This is an optimization exercise on Yosys and OpenROAD, whose aim is small area, a short achievable clock period and few clock cycles, not a production implementation. Function not checked in this run: the RTL went through the layout flow alone. No activity file was given, so power comes from the tool's default toggle rates.

`design.v`:
```
`timescale 1ns/10ps
package feeder_pkg;
    typedef logic [15:0]  word_t;
    typedef logic [255:0] half_line_t;
    typedef logic [511:0] line_t;
    typedef logic [31:0]  dram_addr_t;
    typedef logic [14:0]  len_t;
    typedef logic [7:0]   cmd_t;
    localparam int LINE_BYTES     = 64;
    localparam int WORDS_PER_LINE = 32;
    localparam cmd_t CMD_WRITE_INPUT  = 8'd9;
    localparam cmd_t CMD_WRITE_WEIGHT = 8'd10;
    typedef enum logic [1:0] {
        REQ_IDLE,
        REQ_WAIT_FIFO,
        REQ_SEND
    } req_state_t;
    typedef enum logic [1:0] {
        FEED_IDLE,
        FEED_WAIT_DATA,
        FEED_ISSUE,
        FEED_POP
    } feed_state_t;
endpackage
`timescale 1ns/10ps
package mmio_map_pkg;
    typedef logic [31:0] bus_addr_t;
    typedef logic [31:0] bus_data_t;
    localparam bus_addr_t RD_ADDR_REG      = 32'hC400_2024;
    localparam bus_addr_t RD_LEN_REG       = 32'hC400_2028;
    localparam bus_addr_t RD_START_REG     = 32'hC400_2030;
    localparam bus_addr_t SRAM_IDX_CLR_REG = 32'hC400_2034;
    localparam bus_addr_t DATA_TYPE_REG    = 32'hC400_2038;
    localparam bus_addr_t BUSY_REG         = 32'hC400_0020;
endpackage
`timescale 1ns/10ps
module data_feeder_top (
    input  logic                    clk_i,
    input  logic                    rst_i,
    input  logic                    dev_strobe_i,
    input  mmio_map_pkg::bus_addr_t dev_addr_i,
    input  mmio_map_pkg::bus_data_t dev_wdata_i,
    output logic                    dev_ready_o,
    output mmio_map_pkg::bus_data_t dev_rdata_o,
    input  logic                    fifo_addr_full_i,
    output logic                    dram_addr_valid_o,
    output feeder_pkg::dram_addr_t  dram_addr_o,
    input  logic                    fifo_data_empty_i,
    input  feeder_pkg::half_line_t  dram_rdata_h_i,
    input  feeder_pkg::half_line_t  dram_rdata_l_i,
    output logic                    fifo_data_rd_en_o,
    output logic                    acc_cmd_valid_o,
    output feeder_pkg::cmd_t        acc_cmd_o,
    output feeder_pkg::word_t       acc_word_o,
    output feeder_pkg::len_t        acc_index_o
);
    logic wr_addr, wr_len, wr_start, wr_clr, wr_type;
    assign wr_addr  = dev_strobe_i && (dev_addr_i == mmio_map_pkg::RD_ADDR_REG);
    assign wr_len   = dev_strobe_i && (dev_addr_i == mmio_map_pkg::RD_LEN_REG);
    assign wr_start = dev_strobe_i && (dev_addr_i == mmio_map_pkg::RD_START_REG);
    assign wr_clr   = dev_strobe_i && (dev_addr_i == mmio_map_pkg::SRAM_IDX_CLR_REG);
    assign wr_type  = dev_strobe_i && (dev_addr_i == mmio_map_pkg::DATA_TYPE_REG);
    logic [31:1] addr_q;         
    logic [14:0] len_q;
    logic        type_q;
    logic        ready_q;
    logic        busy_q;
    logic        busy;
    always_ff @(posedge clk_i) begin
        if (wr_addr) addr_q <= dev_wdata_i[31:1];
    end
    always_ff @(posedge clk_i) begin
        if (rst_i) begin
            len_q   <= '0;
            type_q  <= 1'b0;
        end else begin
            if (wr_len)  len_q  <= dev_wdata_i[14:0];
            if (wr_type) type_q <= dev_wdata_i[0];
        end
    end
    always_ff @(posedge clk_i) begin
        ready_q <= dev_strobe_i;
        busy_q  <= busy;
    end
    assign dev_ready_o = ready_q;
    assign dev_rdata_o = {31'b0, busy_q};
    logic        req_go_q;       
    logic        req_first_q;    
    logic        req_more;       
    logic        req_vld_q;
    logic        req_lo_q;       
    logic [25:0] req_line_q;     
    logic [9:0]  req_left_q;     
    logic        req_plus_q;     
    logic        req_minus_q;    
    logic        req_rest_q;     
    logic        plus_new;
    logic        minus_new;
    logic [4:0]  gen, prop;      
    logic        carry5;         
    logic        sum_zero;       
    logic [2:0]  outst_q;        
    logic        pop_q;          
    logic        req_take;
    logic        idle_q;         
    assign gen  = addr_q[5:1] & len_q[4:0];
    assign prop = addr_q[5:1] | len_q[4:0];
    assign carry5   = gen[4] | (prop[4] & gen[3]) | (&prop[4:3] & gen[2]) |
                      (&prop[4:2] & gen[1]) | (&prop[4:1] & gen[0]);
    assign sum_zero = !(addr_q[1] ^ len_q[0]) &&
                      ((addr_q[5:2] ^ len_q[4:1]) == prop[3:0]);
    assign plus_new  = carry5 && !sum_zero;
    assign minus_new = (addr_q[5:1] == 5'd0) && (len_q[4:0] == 5'd0);
    assign req_more  = req_first_q || (req_go_q && req_rest_q);
    assign req_take  = req_more && !fifo_addr_full_i && ((outst_q + 3'(req_vld_q)) < 3'd4);
    always_ff @(posedge clk_i) begin
        if (rst_i) begin
            req_go_q    <= 1'b0;
            req_first_q <= 1'b0;
            req_vld_q   <= 1'b0;
            outst_q     <= '0;
        end else begin
            if (wr_start) begin
                req_go_q    <= 1'b1;
                req_first_q <= fifo_addr_full_i;
                req_vld_q   <= !fifo_addr_full_i;
            end else begin
                if (!req_first_q && !req_rest_q) req_go_q <= 1'b0;
                if (req_take) req_first_q <= 1'b0;
                req_vld_q <= req_take;
            end
            outst_q <= outst_q + 3'(req_vld_q) - 3'(pop_q);
        end
    end
    always_ff @(posedge clk_i) begin
        if (!req_go_q) begin
            req_left_q  <= len_q[14:5];
            req_plus_q  <= plus_new;
            req_minus_q <= minus_new;
            req_rest_q  <= plus_new || (len_q[14:5] != {9'b0, minus_new});
        end else if (req_take && !req_first_q) begin
            if (req_plus_q) begin
                req_plus_q <= 1'b0;
                req_rest_q <= req_left_q != {9'b0, req_minus_q};
            end else begin
                req_left_q <= req_left_q - 10'd1;
                req_rest_q <= req_left_q != (req_minus_q ? 10'd2 : 10'd1);
            end
        end
    end
    always_ff @(posedge clk_i) begin
        idle_q <= !busy && !wr_start;
    end
    always_ff @(posedge clk_i) begin
        if (idle_q) begin
            req_line_q  <= addr_q[31:6];
            req_lo_q    <= 1'b1;
        end else if (req_vld_q) begin
            req_line_q  <= req_line_q + 26'd1;
            req_lo_q    <= 1'b0;
        end
    end
    assign dram_addr_valid_o = req_vld_q;
    assign dram_addr_o       = {req_line_q, addr_q[5:1] & {5{req_lo_q}}, 1'b0};
    logic [3:0]  sel_hi_q;
    logic [7:0]  sel_lo_q;
    logic [3:0]  sel_hi_nx;      
    logic [7:0]  sel_lo_nx;
    logic [4:0]  cnt_q;
    logic        known_q;        
    logic        popdue_q;       
    logic        last_line;
    logic        line_last;
    logic        ll_take;
    logic        take;
    logic        cmd_vld_q;
    logic [15:0] quarter [4];
    logic [15:0] word_sel;
    logic [15:0] word_q;
    logic [14:0] idx_q;
    logic [15:0] words [32];
    always_comb begin
        for (int p = 0; p < 8; p++) begin
            words[2*p]      = dram_rdata_l_i[224-32*p +: 16];
            words[2*p+1]    = dram_rdata_l_i[240-32*p +: 16];
            words[16+2*p]   = dram_rdata_h_i[224-32*p +: 16];
            words[16+2*p+1] = dram_rdata_h_i[240-32*p +: 16];
        end
    end
    always_comb begin
        for (int g = 0; g < 4; g++) begin
            quarter[g] = '0;
            for (int k = 0; k < 8; k++) begin
                quarter[g] = quarter[g] | (words[8*g+k] & {16{sel_lo_q[k]}});
            end
        end
        word_sel = '0;
        for (int g = 0; g < 4; g++) begin
            word_sel = word_sel | (quarter[g] & {16{sel_hi_q[g]}});
        end
    end
    assign sel_lo_nx = {sel_lo_q[6:0], sel_lo_q[7]};
    assign sel_hi_nx = sel_lo_q[7] ? {sel_hi_q[2:0], sel_hi_q[3]} : sel_hi_q;
    assign last_line = !req_more && !req_vld_q && (outst_q == 3'd1);
    assign line_last = (sel_hi_q[3] && sel_lo_q[7]) || (last_line && (cnt_q == 5'd1));
    assign ll_take   = (sel_hi_q[3] && sel_lo_q[6]) || (last_line && (cnt_q == 5'd2));
    assign take      = !popdue_q && !fifo_data_empty_i;
    assign busy      = req_more || req_vld_q || (outst_q != '0) || popdue_q;
    always_ff @(posedge clk_i) begin
        if (rst_i) begin
            known_q   <= 1'b0;
            popdue_q  <= 1'b0;
            pop_q     <= 1'b0;
            cmd_vld_q <= 1'b0;
        end else begin
            known_q   <= !fifo_data_empty_i && !pop_q;
            popdue_q  <= take && line_last && !known_q;
            pop_q     <= take && !pop_q && ((line_last && !known_q) || ll_take);
            cmd_vld_q <= take;
        end
    end
    always_ff @(posedge clk_i) begin
        if (idle_q) begin
            sel_hi_q <= 4'b0001 << addr_q[5:4];
            sel_lo_q <= 8'b0000_0001 << addr_q[3:1];
            cnt_q    <= len_q[4:0];
        end else if (take) begin
            sel_hi_q <= sel_hi_nx;
            sel_lo_q <= sel_lo_nx;
            cnt_q    <= cnt_q - 5'd1;
        end
    end
    always_ff @(posedge clk_i) begin
        word_q <= word_sel;
    end
    always_ff @(posedge clk_i) begin
        if (rst_i || wr_clr) begin
            idx_q <= '0;
        end else if (cmd_vld_q) begin
            idx_q <= idx_q + 15'd1;
        end
    end
    assign fifo_data_rd_en_o = pop_q;
    assign acc_cmd_valid_o   = cmd_vld_q;
    assign acc_cmd_o         = {4'b0000, 1'b1, 1'b0, type_q, !type_q};
    assign acc_word_o        = word_q;
    assign acc_index_o       = idx_q;
endmodule
```
`flow/run.sh`:
```
#!/bin/bash
# The standard ORFS layout, with two changes to how it is made:
#  - the port buffers are the smallest buffer cell instead of the one
#    buffer_ports picks on its own;
#  - pins may sit one routing track apart, so that the die can be small.
set -uo pipefail
bash standard.sh \
  "BUFFER_PORTS_ARGS=-buffer_cell sky130_fd_sc_hd__buf_1" \
  "PLACE_PINS_ARGS=-min_distance 1 -min_distance_in_tracks" \
  finish > standard.log 2>&1
```
`standard.sh`:
```
#!/bin/bash
# synth_recipe.tcl (not shown) runs the flow's synth.tcl, then flattens the netlist and writes it again
# the make line also repeats each setting of config.mk as NAME=value (left out here)
make -C /OpenROAD-flow-scripts/flow DESIGN_CONFIG=/design/flow/config.mk WORK_HOME=/design/flow/orfs CLKGATE_MAP_FILE= SYNTH_SCRIPT=/design/flow/synth_recipe.tcl "${@:-finish}"
```
`config.mk`:
```
export PLATFORM = sky130hd
export DESIGN_NAME = data_feeder_top
export DESIGN_NICKNAME = data_feeder_top
export VERILOG_FILES = /design/flow/design.v
export SDC_FILE = /design/flow/constraint.sdc
export NUM_CORES = 4
export LEC_CHECK = 0
export CAP_MARGIN = 20
export CORE_AREA = 4 4 156 156
export CTS_BUF_LIST = sky130_fd_sc_hd__clkbuf_8
export DIE_AREA = 0 0 160 160
export SETUP_SLACK_MARGIN = 1.95
export SLEW_MARGIN = 20
```
`constraint.sdc`:
```
create_clock -name core_clock -period 4.0 [get_ports {clk_i}]
set_input_delay 0.8000 -clock core_clock [delete_from_list [all_inputs] [get_ports {clk_i}]]
set_output_delay 0.8000 -clock core_clock [all_outputs]
set_load 0.01 [all_outputs]
```
==> notes.md <==
==> cell usage after synthesis (all sizes together) (13+ instances only) <==
cell type  number
a22oi         264
nand2          88
edfxtp         87
clkbuf         64
buf            62
dfxtp          61
nor2           56
nand4          50
a21oi          39
xnor2          30
inv            29
o21ai          27
a41oi          25
ha             21
nor3           21
mux2i          20
nand3          16
a31oi          13
==> area by class of cell <==
class / count / area [sq um] / share of cell area (%)
flip-flops and latches: 148 / 3830 / 29.1
multi-input cells: 811 / 5530 / 41.9
diodes: 30 / 75.1 / 0.569
inverters: 32 / 120 / 0.910
clock inverters: 15 / 161 / 1.22
well taps: 285 / 357 / 2.70
repair buffers: 698 / 2890 / 21.9
clock buffers: 17 / 234 / 1.77
==> power breakdown <==
group	internal, mW	switching [mW]
registers	1.67	0.0605
logic	0.321	0.475
clock network	0.472	0.702
total	2.47	1.24
==> timing repair <==
item	CTS	global route
resized for setup	10	30
endpoints found under the setup margin	70	84
hold endpoints to repair	0	0
cloned	0	0
setup buffers	19	5
pin swaps	4	16
==> logic make-up (layout without fill, tap and decap cells) <==
group / count (synthesis) / count (layout)
AOI/OAI and AO/OA: 396 / 396
and+or+nand+nor: 292 / 292
buffers and inverters: 158 / 762
DFF: 148 / 148
xor gates and xnor gates: 42 / 42
muxes: 22 / 22
adders and majority gates: 21 / 21
other: 2 / 68
==> flip-flops by register name (all words and copies together), names as in the netlist, 3 cells and up <==
register    cells
req_line_q     26
outst_q         3
cnt_q           5
sel_hi_q        4
req_left_q     10
sel_lo_q        8
addr_q         31
len_q          15
idx_q          15
word_q         16
==> path summary, 6_finish.rpt <==
kind,from,end
min reg2reg,len_q[14]$_SDFFE_PP0P_,len_q[14]$_SDFFE_PP0P_
max,req_line_q[0]$_DFFE_PP_,req_line_q[14]$_DFFE_PP_
min,len_q[14]$_SDFFE_PP0P_,len_q[14]$_SDFFE_PP0P_
max reg2reg,req_line_q[0]$_DFFE_PP_,req_line_q[14]$_DFFE_PP_
==> worst reg2reg max path, stage by stage, from the launching register on <==
cell and delay (ns):
edfxtp_1 0.44, ha_4 0.18, nand2_4 0.06, or4_4 0.60, buf_6 0.17, or3_1 0.31, a31oi_1 0.19
==> metal layers <==
metal  wire, um  part of all wire [%]  GRT usage, %  vias to the layer above
met5         81                  0.16          2.46                        -
met4       4520                   8.8          29.2                       12
met3       5760                    11          13.7                      291
met2      23100                    45          57.2                      921
met1      17900                    35          40.6                     5667
li1           -                     -             -                     5477
==> stage by stage <==
stage          cells  util [%]  hold slack, ns
2_1_floorplan   1117         -           0.422
3_3_place_gp    1950      54.3           0.443
3_5_place_dp    1950      54.3           0.456
4_1_cts         2001      56.9           0.433
5_1_grt         2032      58.1           0.447
6_report        2036      58.1           0.469
==> impl_metrics.py <==
metrics = {
    "run_status": {
        "status": "finished clean",
    },
    "floorplan": {
        "die_h_um": 160,
        "start_util_pct": 43.2,
        "coreArea_sq_um": 22700,
        "die-area_sq_um": 25600,
        "ios": 688,
        "die_x_um": 160,
        "rows": 55,
    },
    "synthesis": {
        "yosysUniqueCellTypes": 56,
        "synth-simple-area-share_pct": 15.4,
        "synth_compound_area_share_pct": 29.0,
        "synth.area.mux_share_pct": 2.27,
        "yosys.area.top_type_share_pct": 26.7,
        "netlist_instances": 1081,
        "syn_avg_cell_area_sq_um": 9.07,
        "ys_ff_latch": 148,
        "synthAdderAreaFrac_pct": 2.68,
        "synth_top_cell_by_area": "edfxtp_1",
        "ys.flop_type": "edfxtp_1",
        "syn-cell-area_sq_um": 9800,
        "synth_top_family_by_area": "compound AO/OA/AOI/OAI gates",
        "synth_edf_count": 87,
        "yosysSeqAreaShare_pct": 39.1,
        "synth-xor-area-share_pct": 3.75,
        "synthArstFlopShare_pct": 0,
        "ys_warn_count": 3,
        "synthTopCellsByArea": "edfxtp_1 (27%), a22oi_1 (20%), dfxtp_1 (12%)",
    },
    "critical_path": {
        "rrSetupSlack_ns": 1.90,
        "path_max_fanout": 7,
        "cp_num_buf_inv": 1,
        "crit_path_cell_trace": "ha_4, nand2_4, or4_4, buf_6, or3_1, a31oi_1",
        "critPathLaunchType": "flip-flop",
        "slowest_stage": "or4_4",
        "path_delay_family": "simple AND/OR/NAND/NOR gates",
        "end_kind": "flip-flop",
        "critical_path_class": "reg -> reg",
        "critPathMaxStageDelay_ns": 0.60,
        "critical_path_arrival_ns": 2.38,
        "crit_required_ns": 4.28,
        "reg2reg_depth": 6,
        "path_depth": 6,
    },
    "final_layout": {
        "nets": 2310,
        "finalInstanceArea_sq_um": 13200,
        "drive_gt1_share_pct": 7.21,
        "fill_cells": 2162,
        "final_cell_mix": "buf_1 (643), a22oi_1 (264), nand2_1 (87), edfxtp_1 (87), dfxtp_1 (61)",
        "syn_to_final_growth_pct": 34.6,
        "final_common_cell": "buf_1",
    },
    "grt": {
        "grt_pass1_vias": 11600,
        "track_usage_pct": 36.9,
        "grt_antenna_before_repair": 34,
        "grt_overflow": 0,
        "grt_first_pass_wirelength_um": 71800,
        "grt_start_max_net_pins": 66,
    },
    "sta": {
        "slew_violations": 0,
        "period_needed_ns": 2.10,
        "setup_slack_ns": 1.90,
        "setup-violations-final": 0,
        "setup-tns-final_ns": 0,
        "rsz0062_at_grt": "true",
        "fin_crit_sh_pct": 52.4,
        "worst_pin_slew_ns": 0.963,
        "maxSlewHeadroom_pct": 35.7,
        "clock_skew_ns": 0.0217,
        "hold_violations": 0,
        "fmax_mhz": 477,
    },
    "route": {
        "drc": 0,
        "first_pass_iters": 10,
        "wire_per_inst_um": 25.2,
        "routed_via_density": 6.07,
        "ant_nets": 0,
        "initialDrtViolationCount": 1687,
        "vias": 12400,
        "totalWireLength_um": 51300,
    },
    "cts": {
        "numCtsBuffers": 17,
        "ctsRootBufferMaster": "clkbuf_8",
        "cts.htree.levels": 4,
        "hold_buffers": 0,
        "clock_path_buffers": 2,
        "clk_latency_ns": 0.45,
        "cts_tree": "built",
        "clkSinkCount": 148,
        "path_clk_slew_ns": 0.09,
    },
    "placement": {
        "placed_cell_area_sq_um": 12300,
        "io_buffers": 649,
        "pre_cts_ws_ns": 1.34,
        "place_congestion": 1.13,
        "hpwl_um": 39600,
    },
    "pwr": {
        "leakage_nw": 4.37,
        "p_per_area_nw_per_um2": 281,
        "finalPower_mw": 3.70,
        "ir_drop_uv": 219,
    },
    "job": {
        "maxCapViolCount": 0,
    },
    "worst_hold_path": {
        "min_path_cells": 2,
        "holdCritPathClass": "reg -> reg",
    },
}

static timing again, ports no longer ideal:
The flow's constraints put no driver on any port. The routed layout listed below was extracted and timed again, unchanged, in two steps. Step 1, drivers: a clkbuf_16 drives clk_i and a buf_2 each remaining input, both assumed. Step 2 moves the port delays by t, midway between the first and last clock arrival at a register: inputs arrive t later, outputs are due t later. That takes back most of the time a late clock gives input paths. Three values: ideal ports, drivers, drivers and shift; two values: the first two.
t (ns): 0.482
setup WS [ns]: 1.903 / 1.886 / 1.626
hold WS [ns]: 0.469 / 0.460 / 0.469
worst register clock-pin slew, ns: 0.11 / 0.11
worst data-port slew with drivers (ns): 0.20
After both steps this run still meets setup and hold. For this run, drivers alone change the setup slack by -0.017 ns; drivers and shift together by -0.277 ns.
